What follows belongs to an exercise in optimizing a design on an open flow for small area; a production flow would make more cautious choices. At most, simulation tests tie the RTL to the original design; equivalence was not proved. Only the layout flow was run in run 2; the RTL was not checked for function there. Power and IR drop assume default switching activity.

**run.sh**
```bash
#!/bin/bash
# synth_recipe.tcl (not shown) runs the flow's synth.tcl, then flattens the netlist and writes it again
# the make line also repeats each setting of config.mk as NAME=value (left out here)
make -C /OpenROAD-flow-scripts/flow DESIGN_CONFIG=/design/flow/config.mk WORK_HOME=/design/flow/orfs CLKGATE_MAP_FILE= SYNTH_SCRIPT=/design/flow/synth_recipe.tcl finish
```
**config.mk**
```make
export PLATFORM = sky130hd
export DESIGN_NAME = writeback_regfile
export DESIGN_NICKNAME = writeback_regfile
export VERILOG_FILES = /design/flow/design.v
export SDC_FILE = /design/flow/constraint.sdc
export NUM_CORES = 4
export LEC_CHECK = 0
export CAP_MARGIN = 20
export CORE_MARGIN = 2
export CORE_UTILIZATION = 40
export SLEW_MARGIN = 20
```
**constraint.sdc**
```tcl
create_clock -name core_clock -period 7.5 [get_ports {clk_i}]
set_input_delay 1.5000 -clock core_clock [delete_from_list [all_inputs] [get_ports {clk_i}]]
set_output_delay 1.5000 -clock core_clock [all_outputs]
set_load 0.01 [all_outputs]
```
**design.v**
```verilog
module writeback_regfile #(
    parameter int DATA_W = 32,
    parameter int ADDR_W = 5
) (
    input  logic              clk_i,
    input  logic              rst_i,
    input  logic              RegWrite_i,
    input  logic              MemtoReg_i,
    input  logic [DATA_W-1:0] ALUResult_i,
    input  logic [DATA_W-1:0] Memdata_i,
    input  logic [ADDR_W-1:0] RDaddr_i,
    input  logic [ADDR_W-1:0] RS1addr_i,
    input  logic [ADDR_W-1:0] RS2addr_i,
    input  logic              cnt_we_i,
    input  logic [31:0]       cnt_wdata_i,
    output logic [DATA_W-1:0] RS1data_o,
    output logic [DATA_W-1:0] RS2data_o,
    output logic [DATA_W-1:0] WBdata_o,
    output logic [31:0]       retire_cnt_o
);
    localparam int NREG = 2 ** ADDR_W;
    logic [DATA_W-1:0] reg_q [NREG];
    logic [31:0]       retire_cnt_reg;
    logic              commit;
    assign WBdata_o = MemtoReg_i ? Memdata_i : ALUResult_i;
    assign commit = RegWrite_i && (RDaddr_i != '0);
    generate
        for (genvar gi = 0; gi < NREG; gi++) begin : g_reg
            if (gi == 0) begin : g_zero
                assign reg_q[gi] = '0;
            end else begin : g_store
                logic [DATA_W-1:0] q_reg;
                always_ff @(posedge clk_i or posedge rst_i) begin
                    if (rst_i) begin
                        q_reg <= '0;
                    end else if (commit && (RDaddr_i == ADDR_W'(gi))) begin
                        q_reg <= WBdata_o;
                    end
                end
                assign reg_q[gi] = q_reg;
            end
        end
    endgenerate
    always_ff @(posedge clk_i or posedge rst_i) begin
        if (rst_i) begin
            retire_cnt_reg <= '0;
        end else if (cnt_we_i) begin
            retire_cnt_reg <= cnt_wdata_i;
        end else if (commit) begin
            retire_cnt_reg <= retire_cnt_reg + 32'd1;
        end
    end
    assign retire_cnt_o = retire_cnt_reg;
    always_comb begin
        RS1data_o = reg_q[RS1addr_i];
        RS2data_o = reg_q[RS2addr_i];
        if (rst_i) begin
            RS1data_o = '0;
            RS2data_o = '0;
        end
    end
endmodule
```
==> results.sh, run 1 <==
export IMPL_relSlewSlack=0.145
export IMPL_ff2ff_path_depth=5
export IMPL_ys_seq_elements=1024
export IMPL_setup_viol=0
export IMPL_fin_tns_setup_ps=0
export IMPL_fin_crit_sh=0.973
export IMPL_synth_area_leaders="dfrtp_1, nand3_1, a21oi_1, nor2_1, o21ai_0"
export IMPL_ys_seq_area_frac=0.489
export IMPL_initial_core_util=0.404
export IMPL_power_density_nw_per_um2=273
export IMPL_holdWs_ps=500
export IMPL_regToRegSetupSlack_ps=5010
export IMPL_rsz0062_at_grt="false"
export IMPL_drcViolationCount=0
export IMPL_slew_violations=0
export IMPL_hold_buffers=0
export IMPL_cap_violations=0
export IMPL_num_rows=132
export IMPL_syn_avg_cell_area_um2=8.43
export IMPL_postRouteAntennaNets=0
export IMPL_p_comb_frac=0.164
export IMPL_clk_pin_slew_worst_paths_ps=60
export IMPL_via_per_inst=6.98
export IMPL_grt_max_degree=180
export IMPL_largest_reg_flops=992
export IMPL_num_io_pins=244
export IMPL_grt_pass1_vias=52266
export IMPL_layout_drive_gt1_share=0.0972
export IMPL_wl_per_cell_um=36.0
export IMPL_place_gp_congestion=1.06
export IMPL_cellLeakagePower_nw=25.4
export IMPL_rr_endpoint="retire_cnt_reg[30]$_DFFE_PP0P_"
export IMPL_required_ps=6000
export IMPL_nNetsFinal=6318
export IMPL_die_area_um2=134000
export IMPL_skew_ps=3.72
export IMPL_hold_viol=0
export IMPL_h_tree_depth=3
export IMPL_syn_to_final_growth_pct=17.3
export IMPL_ctsResizeCount=0
export IMPL_endpoint_kind="output pin"
export IMPL_min_to="g_reg[9].g_store.q_reg[31]$_DFFE_PP0P_"
export IMPL_synth_most_common_cell="nand3_1"
export IMPL_ys_flop_type="dfrtp_1"
export IMPL_track_usage=0.421
export IMPL_critPathKind="input port to output pin"
export IMPL_startpoint_type="input port"
export IMPL_clk_latency_ps=770
export IMPL_fin_crit_ps=7300
export IMPL_critPathArrivalTime_ps=5800
export IMPL_numCtsBuffers=111
export IMPL_clkPwrFrac=0.353
export IMPL_synthTopCellsByCount="nand3_1, dfrtp_1, nor2_1, a21oi_1, clkbuf_1"
export IMPL_die_width_um=366
export IMPL_holdCritStartpoint="g_reg[9].g_store.q_reg[31]$_DFFE_PP0P_"
export IMPL_synthesis_nets=6327
export IMPL_synth_area_leader_cell="dfrtp_1"
export IMPL_fmax_ghz=0.137
export IMPL_via_count=56186
export IMPL_cp_max_fo=33
export IMPL_ir_worst_vdd_mv=0.196
export IMPL_die_height_um=366
export IMPL_cts_tree="built"
export IMPL_post_synth_top_area_fraction=0.489
export IMPL_worstMarginPinSlew_ps=1280
export IMPL_async_flop_share=1.00
export IMPL_cts_setup_buffers=0
export IMPL_post_place_cells=7826
export IMPL_clkSinkCount=1024
export IMPL_grt_ovfl_total=0
export IMPL_p_sw_mw=5.53
export IMPL_dp_hpwl_um=180000
export IMPL_synth_edf_count=0
export IMPL_final_cells=8044
export IMPL_worstHoldPathCells=2
export IMPL_grt_pass1_wl_um=404000
export IMPL_io_buffers=243
export IMPL_cts_max_path_buffers=3
export IMPL_core_um2=130000
export IMPL_antenna_found_initial=23
export IMPL_drtIter0Drc=10013
export IMPL_syn_area_um2=52400
export IMPL_startpoint="RS1addr_i[3]"
export IMPL_switching_share=0.330
export IMPL_cts_root_buffer="clkbuf_16"
export IMPL_synthCells=6210
export IMPL_routed_wl_um=290000
export IMPL_hold_class="flop to flop"
export IMPL_synth_cell_types=62
export IMPL_timing_rr_start="retire_cnt_reg[3]$_DFFE_PP0P_"
export IMPL_seq_power_share=0.482
export IMPL_status="no timing/DRC/antenna violations"
export IMPL_drt_pass1_iterations=9
export IMPL_p_int_mw=11.2
export IMPL_ys_warn_count=2
kinds of logic (layout without fill, tap and decap cells):
logic type               Yosys count  count (layout)  synth area share
buffers and inverters            729             806            0.0552
XOR/XNOR                          28              28           0.00468
AO/OA/AOI/OAI                   1532            1532             0.174
multiplexers                      48              48           0.00944
AND/OR/NAND/NOR                 2848            2848             0.267
adder cells (fa/ha/maj)            1               1          0.000239
flip-flops                      1024            1024             0.489
other                              0              15                 0
power by group through the flow:
stage               clock network (mW)  logic [mW]  registers (mW)
floorplan                            0        1.71            7.57
global placement                     0        2.58            8.08
detailed placement                   0        2.66            8.08
CTS                               5.92        2.67            8.00
global route                      6.13        3.01            8.17
finish                            5.91        2.75            8.08
worst max-delay path, cell delays in order:
cell             delay, ps
clkdlybuf4s50_1        880
nor3_2                 370
buf_4                  640
buf_4                  660
and3_1                 250
a2111oi_0               60
and4_1                 200
a21oi_1                540
clkdlybuf4s50_1        670
final cells by class:
cell class / count / area, um^2
multi-input combinational: 4457 / 24500
antenna: 15 / 37.5
inverter: 67 / 255
clock inverter: 43 / 586
fill: 12538 / 68200
clock buffer: 156 / 3280
tap: 1742 / 2180
sequential: 1024 / 25600
timing repair buffer: 540 / 4970
through the flow:
stage / power, mW / util / instance area (um^2) / setup WS [ps]
detailed placement: 10.7 / 0.443 / 57400 / 611
global route: 17.3 / 0.474 / 61400 / 320
CTS: 16.6 / 0.473 / 61300 / 600
finish: 16.8 / 0.474 / 61500 / 202
global placement: 10.7 / 0.443 / 57400 / 676
floorplan: 9.28 / - / 52400 / -12270
worst max path at each step:
stage                     to  slack (ps)
5_1_grt        RS1data_o[31]         320
6_report       RS1data_o[31]         200
4_1_cts        RS1data_o[31]         600
3_5_place_dp   RS1data_o[31]         610
2_1_floorplan  RS2data_o[23]      -12270
3_3_place_gp   RS1data_o[31]         680
placed cells by master (no fill, tap or decap), types with 14 or more instances in the layout:
cell type and n:
nand3_1 1037, dfrtp_1 1024, nor2_1 648, a21oi_1 645
nand2_1 432, o21ai_0 397, buf_4 274, nand4_1 258
a22oi_1 249, clkdlybuf4s50_1 237, and3_1 138, clkbuf_16 115
nor4_1 75, inv_1 65, a22o_1 58, and4_1 49
a31oi_1 49, and2_1 45, nor3_1 34, o2111ai_1 33
a2111oi_0 32, clkbuf_8 27, xnor2_1 26, mux2i_2 22
buf_12 20, a222oi_1 18, clkinv_2 17, diode_2 15
clkbuf_1 15, nor2_4 14
per-layer routing:
| metal | GRT usage | vias to the layer above | share of wire |
|---|---|---|---|
| met3 | 0.178 | 1583 | 0.16 |
| li1 | - | 22470 | - |
| met4 | 0.302 | 28 | 0.092 |
| met1 | 0.541 | 26833 | 0.36 |
| met2 | 0.561 | 5272 | 0.38 |
| met5 | 0.00534 | - | 0.00098 |
==> run 2: changes to the inputs <==
==> design.v (replaced) <==
module wbrf_wcell (
    input  logic we,
    input  logic hold,
    input  logic wd,
    input  logic q,
    output logic d
);
    assign d = (we & wd) | (hold & q);
endmodule
module wbrf_rmux #(
    parameter int N = 31
) (
    input  logic [N-1:0] sel,
    input  logic [N-1:0] d,
    output logic         y
);
    assign y = |(sel & d);
endmodule
module writeback_regfile #(
    parameter int DATA_W = 32,
    parameter int ADDR_W = 5
) (
    input  logic              clk_i,
    input  logic              rst_i,
    input  logic              RegWrite_i,
    input  logic              MemtoReg_i,
    input  logic [DATA_W-1:0] ALUResult_i,
    input  logic [DATA_W-1:0] Memdata_i,
    input  logic [ADDR_W-1:0] RDaddr_i,
    input  logic [ADDR_W-1:0] RS1addr_i,
    input  logic [ADDR_W-1:0] RS2addr_i,
    input  logic              cnt_we_i,
    input  logic [31:0]       cnt_wdata_i,
    output logic [DATA_W-1:0] RS1data_o,
    output logic [DATA_W-1:0] RS2data_o,
    output logic [DATA_W-1:0] WBdata_o,
    output logic [31:0]       retire_cnt_o
);
    localparam int NREG = 2 ** ADDR_W;
    logic [DATA_W-1:0] data_q [1:NREG-1];
    logic [DATA_W-1:0] data_d [1:NREG-1];
    logic [NREG-1:1]   valid_q;
    logic [NREG-1:1]   we, hold;
    logic [NREG-1:1]   sel1, sel2;
    logic [31:0]       retire_cnt_reg;
    logic              commit;
    assign WBdata_o = MemtoReg_i ? Memdata_i : ALUResult_i;
    assign commit = RegWrite_i && (RDaddr_i != '0);
    always_comb begin
        for (int i = 1; i < NREG; i++) begin
            we[i]   = RegWrite_i && (RDaddr_i == ADDR_W'(i));
            hold[i] = ~we[i];
            sel1[i] = valid_q[i] && (RS1addr_i == ADDR_W'(i));
            sel2[i] = valid_q[i] && (RS2addr_i == ADDR_W'(i));
        end
    end
    generate
        for (genvar gi = 1; gi < NREG; gi++) begin : g_row
            for (genvar gb = 0; gb < DATA_W; gb++) begin : g_bit
                wbrf_wcell u_w (
                    .we(we[gi]), .hold(hold[gi]), .wd(WBdata_o[gb]),
                    .q(data_q[gi][gb]), .d(data_d[gi][gb])
                );
            end
        end
    endgenerate
    always_ff @(posedge clk_i) begin
        for (int i = 1; i < NREG; i++) begin
            data_q[i] <= data_d[i];
        end
    end
    always_ff @(posedge clk_i or posedge rst_i) begin
        if (rst_i) begin
            valid_q <= '0;
        end else begin
            valid_q <= valid_q | we;
        end
    end
    always_ff @(posedge clk_i or posedge rst_i) begin
        if (rst_i) begin
            retire_cnt_reg <= '0;
        end else if (cnt_we_i) begin
            retire_cnt_reg <= cnt_wdata_i;
        end else if (commit) begin
            retire_cnt_reg <= retire_cnt_reg + 32'd1;
        end
    end
    assign retire_cnt_o = retire_cnt_reg;
    generate
        for (genvar gb = 0; gb < DATA_W; gb++) begin : g_rd
            logic [NREG-2:0] col;
            for (genvar gi = 1; gi < NREG; gi++) begin : g_col
                assign col[gi-1] = data_q[gi][gb];
            end
            wbrf_rmux #(.N(NREG-1)) u_r1 (.sel(sel1), .d(col), .y(RS1data_o[gb]));
            wbrf_rmux #(.N(NREG-1)) u_r2 (.sel(sel2), .d(col), .y(RS2data_o[gb]));
        end
    endgenerate
endmodule
--- a/config.mk
+++ b/config.mk
@@ -10,2 +10,4 @@
 export CORE_UTILIZATION = 40
 export SLEW_MARGIN = 20
+export SYNTH_HIERARCHICAL = 1
+export SYNTH_MINIMUM_KEEP_SIZE = 0
==> run 2 against run 1 <==
Against the previous run: clock skew up 2.6 ps; register-to-register slack better by 350 ps; synthesized cell count down 39%; critical path type unchanged; critical endpoint is now RS1data_o[5]; largest cell class unchanged.
==> results.sh, run 2 <==
export IMPL_status="no timing/DRC/antenna violations"
export IMPL_endpoint_kind="output pin"
export IMPL_slew_violations=0
export IMPL_clk_latency_ps=720
export IMPL_antenna_found_initial=12
export IMPL_syn_to_final_growth_pct=22.9
export IMPL_required_ps=6000
export IMPL_nNetsFinal=4402
export IMPL_synth_most_common_cell="a22o_1"
export IMPL_routed_wl_um=219000
export IMPL_numCtsBuffers=113
export IMPL_synthCells=3761
export IMPL_ys_seq_area_frac=0.503
export IMPL_ir_worst_vdd_mv=0.203
export IMPL_worstMarginPinSlew_ps=1210
export IMPL_die_width_um=330
export IMPL_synth_area_leaders="dfxtp_1, a22o_1, a22oi_1, dfrtp_1, a221oi_2"
export IMPL_setup_viol=0
export IMPL_fin_crit_sh=0.914
export IMPL_io_buffers=243
export IMPL_wl_per_cell_um=38.0
export IMPL_syn_avg_cell_area_um2=11.3
export IMPL_synthTopCellsByCount="a22o_1, dfxtp_1, a22oi_1, nand4_1, nand3_1"
export IMPL_hold_buffers=0
export IMPL_synth_edf_count=0
export IMPL_drt_pass1_iterations=27
export IMPL_ctsResizeCount=0
export IMPL_cp_slowest_cell="and3_1"
export IMPL_fmax_ghz=0.146
export IMPL_synth_cell_types=48
export IMPL_drcViolationCount=0
export IMPL_die_area_um2=109000
export IMPL_holdCritStartpoint="valid_q[2]$_DFF_PP0_"
export IMPL_cellLeakagePower_nw=21.4
export IMPL_fin_tns_setup_ps=0
export IMPL_num_rows=119
export IMPL_rr_endpoint="retire_cnt_reg[31]$_DFFE_PP0P_"
export IMPL_critPathArrivalTime_ps=5360
export IMPL_cpMostUsedCell="clkdlybuf4s50_1"
export IMPL_clkSinkCount=1055
export IMPL_fillCellCount=9582
export IMPL_post_synth_top_area_fraction=0.466
export IMPL_min_to="valid_q[2]$_DFF_PP0_"
export IMPL_multi_input_area_um2=21000
export IMPL_crit_path_cell_trace="clkdlybuf4s50_1 -> nor2b_1 -> and3_1 -> buf_4 -> a22oi_1 -> nand3_1 -> or4_1 -> clkdlybuf4s50_1"
export IMPL_num_io_pins=244
export IMPL_h_tree_depth=3
export IMPL_synthesis_nets=3878
export IMPL_grt_ovfl_total=0
export IMPL_place_gp_congestion=1.01
export IMPL_final_common_cell="a22o_1"
export IMPL_cts_tree="built"
export IMPL_grt_pass1_wl_um=302000
export IMPL_hold_class="flop to flop"
export IMPL_drtIter0Drc=7283
export IMPL_ys_flop_type="dfxtp_1"
export IMPL_ys_warn_count=10
export IMPL_p_total_mw=15.5
export IMPL_timing_rr_start="retire_cnt_reg[2]$_DFFE_PP0P_"
export IMPL_cts_setup_buffers=0
export IMPL_grt_pass1_vias=40230
export IMPL_postRouteAntennaNets=0
export IMPL_startpoint_type="input port"
export IMPL_cp_num_buf_inv=3
export IMPL_via_count=43363
export IMPL_final_cell_mix="a22o_1, dfxtp_1, a22oi_1"
export IMPL_regToRegSetupSlack_ps=5360
export IMPL_worstHoldPathCells=1
export IMPL_relSlewSlack=0.194
export IMPL_cts_root_buffer="clkbuf_16"
export IMPL_largest_reg_flops=992
export IMPL_ys_seq_elements=1055
export IMPL_critPathTopFamily="buffers and inverters"
export IMPL_power_density_nw_per_um2=295
export IMPL_async_flop_share=0.0597
export IMPL_critPathKind="input port to output pin"
export IMPL_fin_crit_ps=6860
export IMPL_core_um2=105000
export IMPL_cap_violations=0
export IMPL_track_usage=0.386
export IMPL_ff_latch_area_um2=21400
export IMPL_cp_max_fo=19
export IMPL_grt_max_degree=64
export IMPL_ff2ff_path_depth=5
export IMPL_via_per_inst=7.50
export IMPL_syn_area_um2=42600
export IMPL_synth_area_leader_cell="dfxtp_1"
export IMPL_initial_core_util=0.404
export IMPL_dp_hpwl_um=134000
export IMPL_hold_viol=0
export IMPL_clk_pin_slew_worst_paths_ps=60
export IMPL_rsz0062_at_grt="false"
export IMPL_max_stage_delay_ps=900
export IMPL_layout_drive_gt1_share=0.121
export IMPL_die_height_um=330
export IMPL_skew_ps=6.36
export IMPL_cts_max_path_buffers=3
-- run 2: cell types whose count changed after synthesis, sizes merged, moves of 368 or more --
cell | before | now
o21ai | 398 | 30
a22o | 58 | 1056
a22oi | 249 | 768
nand3 | 1038 | 139
dfxtp | 0 | 992
clkbuf | 520 | 13
dfrtp | 1024 | 63
nand2 | 445 | 73
nor2 | 664 | 18
a21oi | 645 | 0
-- run 2: report_power, final --
group	internal, mW	total [mW]	switching, mW
registers	6.78	7.73	0.947
clock network	3.27	5.72	2.44
logic	1.11	2.01	0.909
total	11.2	15.5	4.30
-- run 2: stage by stage --
step	instances	hold WS [ps]	util	setup WS [ps]	cell area, um^2
2_1_floorplan	3761	440	-	213	42600
3_3_place_gp	5558	464	0.460	591	48500
3_5_place_dp	5559	465	0.460	474	48500
4_1_cts	5772	479	0.496	472	52300
5_1_grt	5774	498	0.496	641	52300
6_report	5779	478	0.497	643	52300
-- run 2: area by class of cell --
type	instances	area share
diodes	5	0.000239
clock buffers	180	0.0656
clock inverters	33	0.00600
inverters	35	0.00251
multi-input cells	2649	0.402
flip-flops and latches	1055	0.410
well taps	1391	0.0333
repair buffers	431	0.0809
-- run 2: how the worst max path moves through the flow --
stage	start	endpoint	slack, ps	cells after the start
floorplan	RS1addr_i[4]	RS1data_o[0]	210	6
global route	RS1addr_i[1]	RS1data_o[5]	640	9
detailed placement	RS1addr_i[2]	RS1data_o[10]	470	8
finish	RS1addr_i[3]	RS1data_o[5]	640	8
global placement	RS1addr_i[2]	RS1data_o[10]	590	8
CTS	RS1addr_i[2]	RS1data_o[10]	470	8
-- run 2: cells by family after synthesis --
group                    after synthesis  synth area share
XOR/XNOR                              26           0.00535
AO/OA/AOI/OAI                       1991             0.396
flip-flops                          1055             0.503
buffers and inverters                 57           0.00561
multiplexers                          33           0.00869
adder cells (fa/ha/maj)                1          0.000294
AND/OR/NAND/NOR                      598            0.0812
-- run 2: metal layers --
layer / vias up / GRT usage / share of wire
li1: 17363 / - / -
met1: 21247 / 0.503 / 0.38
met2: 3800 / 0.540 / 0.40
met3: 935 / 0.149 / 0.15
met4: 18 / 0.227 / 0.069
met5: - / 0 / 0.00054
-- run 2: Yosys stat by module, one instance, submodules excluded, excerpt --
module / flip-flops and latches / cells / copies in the design
wbrf_wcell: 0 / 1 / 992
writeback_regfile: 1055 / 1489 / 1
-- run 2: worst reg2reg max path, cell delays in order, from the launching register on --
cell     delay, ps
dfrtp_1        440
nand3_1        120
nor2_1         750
nand3_4        190
or3_1          400
a31oi_1        160
==> run 3: changes to the inputs <==
--- a/design.v
+++ b/design.v
@@ -8,12 +8,22 @@
     assign d = (we & wd) | (hold & q);
 endmodule
-module wbrf_rmux #(
-    parameter int N = 31
-) (
-    input  logic [N-1:0] sel,
-    input  logic [N-1:0] d,
-    output logic         y
+module wbrf_aoi222 (
+    input  logic [2:0] s,
+    input  logic [2:0] d,
+    output logic       y_n
 );
-    assign y = |(sel & d);
+    assign y_n = ~|(s & d);
+endmodule
+module wbrf_rmux (
+    input  logic [30:0] sel,
+    input  logic [30:0] d,
+    output logic        y
+);
+    logic [10:0] n;
+    for (genvar g = 0; g < 10; g++) begin : g_aoi
+        wbrf_aoi222 u_a (.s(sel[3*g+2:3*g]), .d(d[3*g+2:3*g]), .y_n(n[g]));
+    end
+    assign n[10] = ~(sel[30] & d[30]);
+    assign y = ~&n;
 endmodule
 module writeback_regfile #(
@@ -93,6 +103,6 @@
                 assign col[gi-1] = data_q[gi][gb];
             end
-            wbrf_rmux #(.N(NREG-1)) u_r1 (.sel(sel1), .d(col), .y(RS1data_o[gb]));
-            wbrf_rmux #(.N(NREG-1)) u_r2 (.sel(sel2), .d(col), .y(RS2data_o[gb]));
+            wbrf_rmux u_r1 (.sel(sel1), .d(col), .y(RS1data_o[gb]));
+            wbrf_rmux u_r2 (.sel(sel2), .d(col), .y(RS2data_o[gb]));
         end
     endgenerate
--- a/config.mk
+++ b/config.mk
@@ -8,5 +8,5 @@
 export CAP_MARGIN = 20
 export CORE_MARGIN = 2
-export CORE_UTILIZATION = 40
+export CORE_UTILIZATION = 70
 export SLEW_MARGIN = 20
 export SYNTH_HIERARCHICAL = 1
==> run 3 against run 2 <==
Against the previous run: first-iteration DRC count grew 96%; combinational power is 7% higher; clock power is 8.4% lower; clock skew fell by 0.81 ps; via count grew 3.3%; synthesized area shrank 3.9%; fmax fell by 4.5%; critical endpoint is now RS1data_o[0]; power shrank 1.7%; still clean on timing, DRC and antenna; count of clock-buffer cells in the layout decreased by 32; wire length down 10%; non-clock buffer count down 32; utilization is 35 points higher.
==> results.sh, run 3 <==
export IMPL_status="no timing/DRC/antenna violations"
export IMPL_layout_drive_gt1_share=0.0938
export IMPL_cp_num_buf_inv=3
export IMPL_cts_setup_buffers=0
export IMPL_critPathKind="input port to output pin"
export IMPL_grt_ovfl_total=0
export IMPL_syn_area_um2=40900
export IMPL_die_area_um2=60400
export IMPL_synth_edf_count=0
export IMPL_grt_pass1_vias=44032
export IMPL_final_area_um2=48800
export IMPL_ir_worst_vdd_mv=0.245
export IMPL_cpMostUsedCell="clkdlybuf4s50_1"
export IMPL_cellLeakagePower_nw=20.5
export IMPL_fmax_ghz=0.139
export IMPL_clk_pin_slew_worst_paths_ps=70
export IMPL_ys_warn_count=10
export IMPL_ctsResizeCount=0
export IMPL_core_um2=57700
export IMPL_p_sw_mw=4.35
export IMPL_required_ps=6000
export IMPL_nNetsFinal=3973
export IMPL_hold_viol=0
export IMPL_drcViolationCount=0
export IMPL_startpoint_type="input port"
export IMPL_critPathTopFamily="buffers and inverters"
export IMPL_switching_share=0.286
export IMPL_h_tree_depth=3
export IMPL_clkPwrFrac=0.345
export IMPL_num_rows=88
export IMPL_timing_rr_start="retire_cnt_reg[2]$_DFFE_PP0P_"
export IMPL_synth_fa_ha_area_frac=0.000306
export IMPL_grt_max_degree=64
export IMPL_min_to="valid_q[6]$_DFF_PP0_"
export IMPL_postRouteAntennaNets=0
export IMPL_largest_reg_flops=992
export IMPL_antenna_found_initial=17
export IMPL_syn_avg_cell_area_um2=12.1
export IMPL_holdWs_ps=478
export IMPL_synthesis_nets=3494
export IMPL_rsz0062_at_grt="false"
export IMPL_slew_violations=0
export IMPL_hold_class="flop to flop"
export IMPL_holdCritStartpoint="valid_q[6]$_DFF_PP0_"
export IMPL_synth_xor_area_frac=0.00557
export IMPL_synth_area_leaders="dfxtp_1, a22o_1, a222oi_1, dfrtp_1, nand4_1"
export IMPL_fin_crit_sh=0.957
export IMPL_p_comb_frac=0.141
export IMPL_via_count=44790
export IMPL_cap_violations=0
export IMPL_clk_latency_ps=680
export IMPL_max_stage_delay_ps=780
export IMPL_p_total_mw=15.2
export IMPL_p_int_mw=10.8
export IMPL_critPathArrivalTime_ps=5680
export IMPL_cts_root_buffer="clkbuf_16"
export IMPL_ys_flop_type="dfxtp_1"
export IMPL_cp_max_fo=17
export IMPL_drt_pass1_iterations=23
export IMPL_numCtsBuffers=100
export IMPL_place_gp_congestion=1.04
export IMPL_endpoint_kind="output pin"
export IMPL_fin_tns_setup_ps=0
export IMPL_post_synth_top_area_fraction=0.485
export IMPL_clkSinkCount=1055
export IMPL_synthCells=3377
export IMPL_utilization=0.846
export IMPL_initial_core_util=0.709
export IMPL_cp_slowest_cell="clkdlybuf4s50_1"
export IMPL_io_buffers=243
export IMPL_cts_max_path_buffers=3
export IMPL_routed_wl_um=197000
export IMPL_regToRegSetupSlack_ps=5290
export IMPL_dpl_instance_area_um2=45400
export IMPL_via_per_inst=9.50
export IMPL_worstHoldPathCells=1
export IMPL_seq_power_share=0.514
export IMPL_dp_hpwl_um=112000
export IMPL_yosys_area_share_simple=0.0630
export IMPL_synth_top_family_by_area="compound AO/OA/AOI/OAI gates"
export IMPL_skew_ps=5.55
export IMPL_synth_cell_types=46
export IMPL_grt_pass1_wl_um=283000
export IMPL_hold_buffers=0
export IMPL_ff2ff_path_depth=5
export IMPL_synth_compound_area_frac=0.392
export IMPL_synthTopCellsByCount="a22o_1, dfxtp_1, a222oi_1, nand4_1, nand2_1"
export IMPL_ys_seq_area_frac=0.524
export IMPL_worstMarginPinSlew_ps=1440
export IMPL_synth_area_leader_cell="dfxtp_1"
export IMPL_syn_to_final_growth_pct=19.2
export IMPL_die_height_um=246
export IMPL_power_density_nw_per_um2=311
export IMPL_die_width_um=246
export IMPL_fillCellCount=3075
export IMPL_crit_path_cell_trace="clkdlybuf4s50_1 -> nand2_1 -> nor2_1 -> and3_1 -> buf_4 -> a222oi_1 -> nand4_1 -> a2111o_1 -> clkdlybuf4s50_1"
export IMPL_relSlewSlack=0.0376
export IMPL_final_cell_mix="a22o_1, dfxtp_1, a222oi_1"
export IMPL_wl_per_cell_um=41.7
export IMPL_num_io_pins=244
export IMPL_rr_endpoint="retire_cnt_reg[29]$_DFFE_PP0P_"
export IMPL_setup_viol=0
export IMPL_drtIter0Drc=14305
export IMPL_ys_seq_elements=1055
export IMPL_fin_crit_ps=7180
export IMPL_track_usage=0.628
export IMPL_muxShareOfSynthArea=0.00905
export IMPL_cts_tree="built"
export IMPL_async_flop_share=0.0597
run 3: cell types whose count changed in the layout (fill, tap and decap cells not counted), sizes merged, moves of 64 or more:
| cell | delta |
|---|---|
| a22oi | -768 |
| a22o | -64 |
| a222oi | +576 |
| or4 | -64 |
| nand3 | -128 |
| nand2 | +64 |
| a221oi | -64 |
| a2111o | +64 |
run 3: how the worst max path moves through the flow:
| stage | from | to | slack, ps | cells after the start |
|---|---|---|---|---|
| 2_1_floorplan | RS1addr_i[4] | RS1data_o[0] | 1340 | 6 |
| 4_1_cts | RS1addr_i[1] | RS1data_o[29] | 720 | 8 |
| 3_3_place_gp | RS1addr_i[1] | RS1data_o[29] | 790 | 8 |
| 5_1_grt | RS1addr_i[1] | RS1data_o[26] | 510 | 9 |
| 3_5_place_dp | RS1addr_i[1] | RS1data_o[29] | 700 | 8 |
| 6_report | RS1addr_i[1] | RS1data_o[0] | 320 | 9 |
run 3: cells by family after synthesis:
| kind of cell | count (synthesis) |
|---|---|
| adder cells (fa/ha/maj) | 1 |
| multiplexers | 33 |
| buffers and inverters | 57 |
| AND/OR/NAND/NOR | 470 |
| AO/OA/AOI/OAI | 1735 |
| XOR/XNOR | 26 |
| flip-flops | 1055 |
run 3: power by group through the flow:
stage / registers [mW] / clock network, mW / logic, mW
after floorplan: 7.52 / 0 / 1.27
after global placement: 7.68 / 0 / 1.89
after detailed placement: 7.80 / 0 / 1.98
after CTS: 7.73 / 5.14 / 2.02
after global routing: 7.89 / 5.39 / 2.20
final: 7.81 / 5.24 / 2.15
run 3: per-layer routing:
metal | GRT usage | vias to the layer above | share of wire
met1 | 0.699 | 20582 | 0.29
met3 | 0.387 | 2093 | 0.21
li1 | - | 16496 | -
met4 | 0.518 | 24 | 0.12
met5 | 0.0694 | - | 0.0030
met2 | 0.836 | 5595 | 0.38
run 3: per-module statistics from Yosys, one instance, submodules excluded:
module	times used	flip-flops and latches	area, um^2
writeback_regfile	1	1055	24100
wbrf_rmux	64	0	27.5
wbrf_aoi222	640	0	10.0
wbrf_wcell	992	0	8.76
run 3: area by class of cell:
type | count | area (um^2) | area share
Clock inverter | 34 | 390 | 0.00800
Clock buffer | 148 | 2950 | 0.0604
Sequential cell | 1055 | 21400 | 0.439
Multi-Input combinational cell | 2265 | 19300 | 0.395
Antenna cell | 13 | 32.5 | 0.000667
Inverter | 35 | 131 | 0.00269
Tap cell | 765 | 957 | 0.0196
Timing Repair Buffer | 399 | 3630 | 0.0744
run 3: per-stage QoR:
step | setup slack [ps] | cells
after floorplan | 1340 | 3377
after global placement | 790 | 4518
after detailed placement | 703 | 4519
after CTS | 717 | 4701
after global routing | 510 | 4704
final | 321 | 4714
==> run 4: changes to the inputs <==
==> flow/run.sh (new file) <==
#!/bin/bash
# Own layout flow: the standard ORFS flow (standard synthesis unchanged),
# with two changes to how the layout is made:
#   - the port buffers are the smallest buffer (buf_1) instead of the
#     clkdlybuf4s50_1 that buffer_ports picks by default;
#   - clock tree synthesis: clkbuf_16 for the root and trunk, clkbuf_8 for
#     the leaf clusters (at most 16 sinks, 60 um across), no dummy loads.
# Every input and output port still gets its buffer; the clock tree is
# built by CTS as usual (no skew tricks).
set -euo pipefail
CTS="-sink_clustering_enable -repair_clock_nets -dont_use_dummy_load"
CTS="$CTS -buf_list {sky130_fd_sc_hd__clkbuf_8 sky130_fd_sc_hd__clkbuf_16}"
CTS="$CTS -root_buf sky130_fd_sc_hd__clkbuf_16 -tree_buf sky130_fd_sc_hd__clkbuf_16"
CTS="$CTS -sink_clustering_buffer sky130_fd_sc_hd__clkbuf_8"
CTS="$CTS -sink_clustering_size 16 -sink_clustering_max_diameter 60"
bash standard.sh \
  "BUFFER_PORTS_ARGS=-buffer_cell sky130_fd_sc_hd__buf_1" \
  "CTS_ARGS=$CTS" \
  finish > make_finish.log 2>&1
==> standard.sh (new file) <==
#!/bin/bash
# synth_recipe.tcl (not shown) runs the flow's synth.tcl, then flattens the netlist and writes it again
# the make line also repeats each setting of config.mk as NAME=value (left out here)
make -C /OpenROAD-flow-scripts/flow DESIGN_CONFIG=/design/flow/config.mk WORK_HOME=/design/flow/orfs CLKGATE_MAP_FILE= SYNTH_SCRIPT=/design/flow/synth_recipe.tcl "${@:-finish}"
removed: run.sh
==> run 4 against run 3 <==
Against the previous run: sequential power down 0.9%; highest routed layer unchanged; design area is 7.8% lower; setup slack improved by 820 ps; still clean on timing, DRC and antenna.
==> results.sh, run 4 <==
export IMPL_pre_cts_slack_ps=1650
export IMPL_largest_reg_flops=992
export IMPL_cts_max_path_buffers=3
export IMPL_skew_ps=28.6
export IMPL_timing_rr_start="retire_cnt_reg[2]$_DFFE_PP0P_"
export IMPL_required_ps=6000
export IMPL_io_buffers=243
export IMPL_rr_endpoint="retire_cnt_reg[31]$_DFFE_PP0P_"
export IMPL_via_count=43019
export IMPL_routed_wl_um=187000
export IMPL_cp_slowest_cell="nand4_1"
export IMPL_fin_tns_setup_ps=0
export IMPL_synth_edf_count=0
export IMPL_max_stage_delay_ps=630
export IMPL_cts_tree="built"
export IMPL_ys_seq_elements=1055
export IMPL_p_int_mw=8.74
export IMPL_cts_root_buffer="clkbuf_16"
export IMPL_cap_violations=0
export IMPL_crit_path_cell_trace="buf_1 -> and3b_1 -> and3_1 -> buf_4 -> a222oi_1 -> nand4_1 -> a2111o_1 -> buf_1"
export IMPL_seq_power_share=0.618
export IMPL_syn_to_final_growth_pct=9.93
export IMPL_layout_drive_gt1_share=0.0720
export IMPL_cts_setup_buffers=0
export IMPL_regToRegSetupSlack_ps=5330
export IMPL_nNetsFinal=3941
export IMPL_critPathTopFamily="simple AND/OR/NAND/NOR gates"
export IMPL_clk_pin_slew_worst_paths_ps=100
export IMPL_cellLeakagePower_nw=18.8
export IMPL_startpoint_type="input port"
export IMPL_syn_area_um2=40900
export IMPL_post_place_cells=4511
export IMPL_post_synth_top_area_fraction=0.485
export IMPL_die_area_um2=60400
export IMPL_switching_share=0.302
export IMPL_ys_seq_area_frac=0.524
export IMPL_clkPwrFrac=0.227
export IMPL_slew_violations=0
export IMPL_final_cell_mix="a22o_1, dfxtp_1, a222oi_1"
export IMPL_clk_latency_ps=620
export IMPL_syn_avg_cell_area_um2=12.1
export IMPL_grt_pass1_wl_um=267000
export IMPL_drt_pass1_iterations=22
export IMPL_p_sw_mw=3.79
export IMPL_dp_hpwl_um=106000
export IMPL_ctsResizeCount=0
export IMPL_worstHoldPathCells=1
export IMPL_via_per_inst=9.36
export IMPL_drcViolationCount=0
export IMPL_min_to="valid_q[18]$_DFF_PP0_"
export IMPL_holdCritStartpoint="valid_q[18]$_DFF_PP0_"
export IMPL_utilization=0.780
export IMPL_critPathArrivalTime_ps=4860
export IMPL_initial_core_util=0.709
export IMPL_synth_area_leaders="dfxtp_1, a22o_1, a222oi_1, dfrtp_1, nand4_1"
export IMPL_cp_num_buf_inv=3
export IMPL_power_density_nw_per_um2=279
export IMPL_worstMarginPinSlew_ps=1350
export IMPL_place_gp_congestion=1.06
export IMPL_track_usage=0.591
export IMPL_ff2ff_path_depth=5
export IMPL_p_comb_frac=0.155
export IMPL_hold_buffers=0
export IMPL_synthCells=3377
export IMPL_die_height_um=246
export IMPL_num_io_pins=244
export IMPL_endpoint_kind="output pin"
export IMPL_fin_crit_ps=6360
export IMPL_synthTopCellsByCount="a22o_1, dfxtp_1, a222oi_1, nand4_1, nand2_1"
export IMPL_relSlewSlack=0.0994
export IMPL_ir_worst_vdd_mv=0.232
export IMPL_rsz0062_at_grt="false"
export IMPL_ys_flop_type="dfxtp_1"
export IMPL_async_flop_share=0.0597
export IMPL_synthesis_nets=3494
export IMPL_antenna_found_initial=14
export IMPL_h_tree_depth=3
export IMPL_final_cells=4594
export IMPL_ys_warn_count=10
export IMPL_grt_ovfl_total=0
export IMPL_setup_viol=0
export IMPL_drtIter0Drc=11473
export IMPL_fmax_ghz=0.157
export IMPL_synth_cell_types=46
export IMPL_cpMostUsedCell="buf_1"
export IMPL_setup_slack_ps=1140
export IMPL_grt_pass1_vias=41826
export IMPL_synth_area_leader_cell="dfxtp_1"
export IMPL_postRouteAntennaNets=0
export IMPL_critPathKind="input port to output pin"
export IMPL_status="no timing/DRC/antenna violations"
export IMPL_wl_per_cell_um=40.7
export IMPL_num_rows=88
export IMPL_hold_class="flop to flop"
export IMPL_fin_crit_sh=0.848
export IMPL_clkSinkCount=1055
export IMPL_numCtsBuffers=76
export IMPL_cp_max_fo=17
export IMPL_hold_viol=0
export IMPL_die_width_um=246
export IMPL_grt_max_degree=64
export IMPL_core_um2=57700
-- run 4: cells by family (layout without fill, tap and decap cells) --
logic type                 count (synthesis)  in the layout  share of synthesized area
AOI/OAI and AO/OA                       1735           1735                      0.392
xor gates and xnor gates                  26             26                    0.00557
adders and majority gates                  1              1                   0.000306
buffers and inverters                     57            502                    0.00584
DFF                                     1055           1055                      0.524
muxes                                     33             33                    0.00905
other                                      0              7                          0
and+or+nand+nor                          470            470                     0.0630
-- run 4: how the worst max path moves through the flow --
| stage | startpoint | end | cells past startpoint |
|---|---|---|---|
| 5_1_grt | RS1addr_i[0] | RS1data_o[23] | 8 |
| 3_3_place_gp | RS1addr_i[2] | RS1data_o[13] | 8 |
| 2_1_floorplan | RS1addr_i[4] | RS1data_o[0] | 6 |
| 3_5_place_dp | RS1addr_i[0] | RS1data_o[10] | 8 |
| 6_report | RS1addr_i[0] | RS1data_o[23] | 8 |
| 4_1_cts | RS1addr_i[0] | RS1data_o[10] | 8 |
-- run 4: final cells by class --
| type | instances | area [um^2] |
|---|---|---|
| clock buffer | 76 | 1150 |
| antenna | 7 | 17.5 |
| fill | 3853 | 12700 |
| sequential | 1055 | 21400 |
| timing repair buffer | 391 | 2030 |
| inverter | 35 | 131 |
| tap | 765 | 957 |
| multi-input combinational | 2265 | 19300 |
-- run 4: power groups by stage --
stage               Sequential (mW)  Combinational, mW  Clock (mW)
global placement               7.67               1.73           0
finish                         7.74               1.95        2.84
global route                   7.84               2.01        2.97
floorplan                      7.52               1.27           0
CTS                            7.67               1.83        2.77
detailed placement             7.78               1.82           0
-- run 4: routing by layer --
metal | share of wire | track usage | wire (um) | up-vias
met5 | 0.0017 | 0.0408 | 310 | -
li1 | - | - | - | 16306
met3 | 0.20 | 0.308 | 37800 | 1615
met2 | 0.38 | 0.797 | 70600 | 5103
met1 | 0.31 | 0.690 | 57400 | 19980
met4 | 0.11 | 0.485 | 20700 | 15
-- run 4: Yosys stat by module, one instance, submodules excluded --
| module | copies in the design | cell area [um^2] | cells inside |
|---|---|---|---|
| wbrf_aoi222 | 640 | 10.0 | 1 |
| writeback_regfile | 1 | 24100 | 1489 |
| wbrf_wcell | 992 | 8.76 | 1 |
| wbrf_rmux | 64 | 27.5 | 4 |
-- run 4: stage by stage --
stage          cell area, um^2  power (mW)  hold slack, ps
2_1_floorplan            40900        8.79             440
3_3_place_gp             43800        9.40             455
3_5_place_dp             43800        9.60             459
4_1_cts                  45000        12.3             486
5_1_grt                  45000        12.8             508
6_report                 45000        12.5             487
-- run 4: worst register-to-register path: stages (launching register included) --
cell and delay (ps):
dfrtp_1 450, nand3_1 130, nor2_1 750, nand3_4 180, or3_1 390, a31oi_1 170

-- port drivers added, routing unchanged --
How much do the figures lean on ideal ports? The routed layouts below were timed once more, with nothing changed but the port constraints. Step 1 sets driving cells, clkbuf_16 on the clock port and buf_2 on the other inputs (assumed; they add their load-dependent delay and slew). Step 2 moves the port delays by t, midway between the first and last clock arrival at a register: inputs arrive t later, outputs are due t later. That takes back most of the time a late clock gives input paths. Three values: ideal, step 1, step 2; two values: the first two.
run	t (ns)	setup slack, ns	worst hold slack (ns)	worst setup path after step 2	worst data-port slew with drivers (ns)
run 1	0.861	0.202 / 0.113 / 0.113	0.500 / 0.500 / 0.500	input to output	0.22
run 2	0.784	0.643 / 0.525 / 0.525	0.478 / 0.478 / 0.478	input to output	0.11
run 3	0.750	0.321 / 0.280 / 0.280	0.478 / 0.478 / 0.478	input to output	0.16
run 4	0.696	1.143 / 1.027 / 1.027	0.487 / 0.487 / 0.487	input to output	0.18
After both steps setup and hold are still met in every run listed. The setup slack of run 2, which loses most, moves by -0.118 ns with the drivers and by -0.118 ns with both steps.
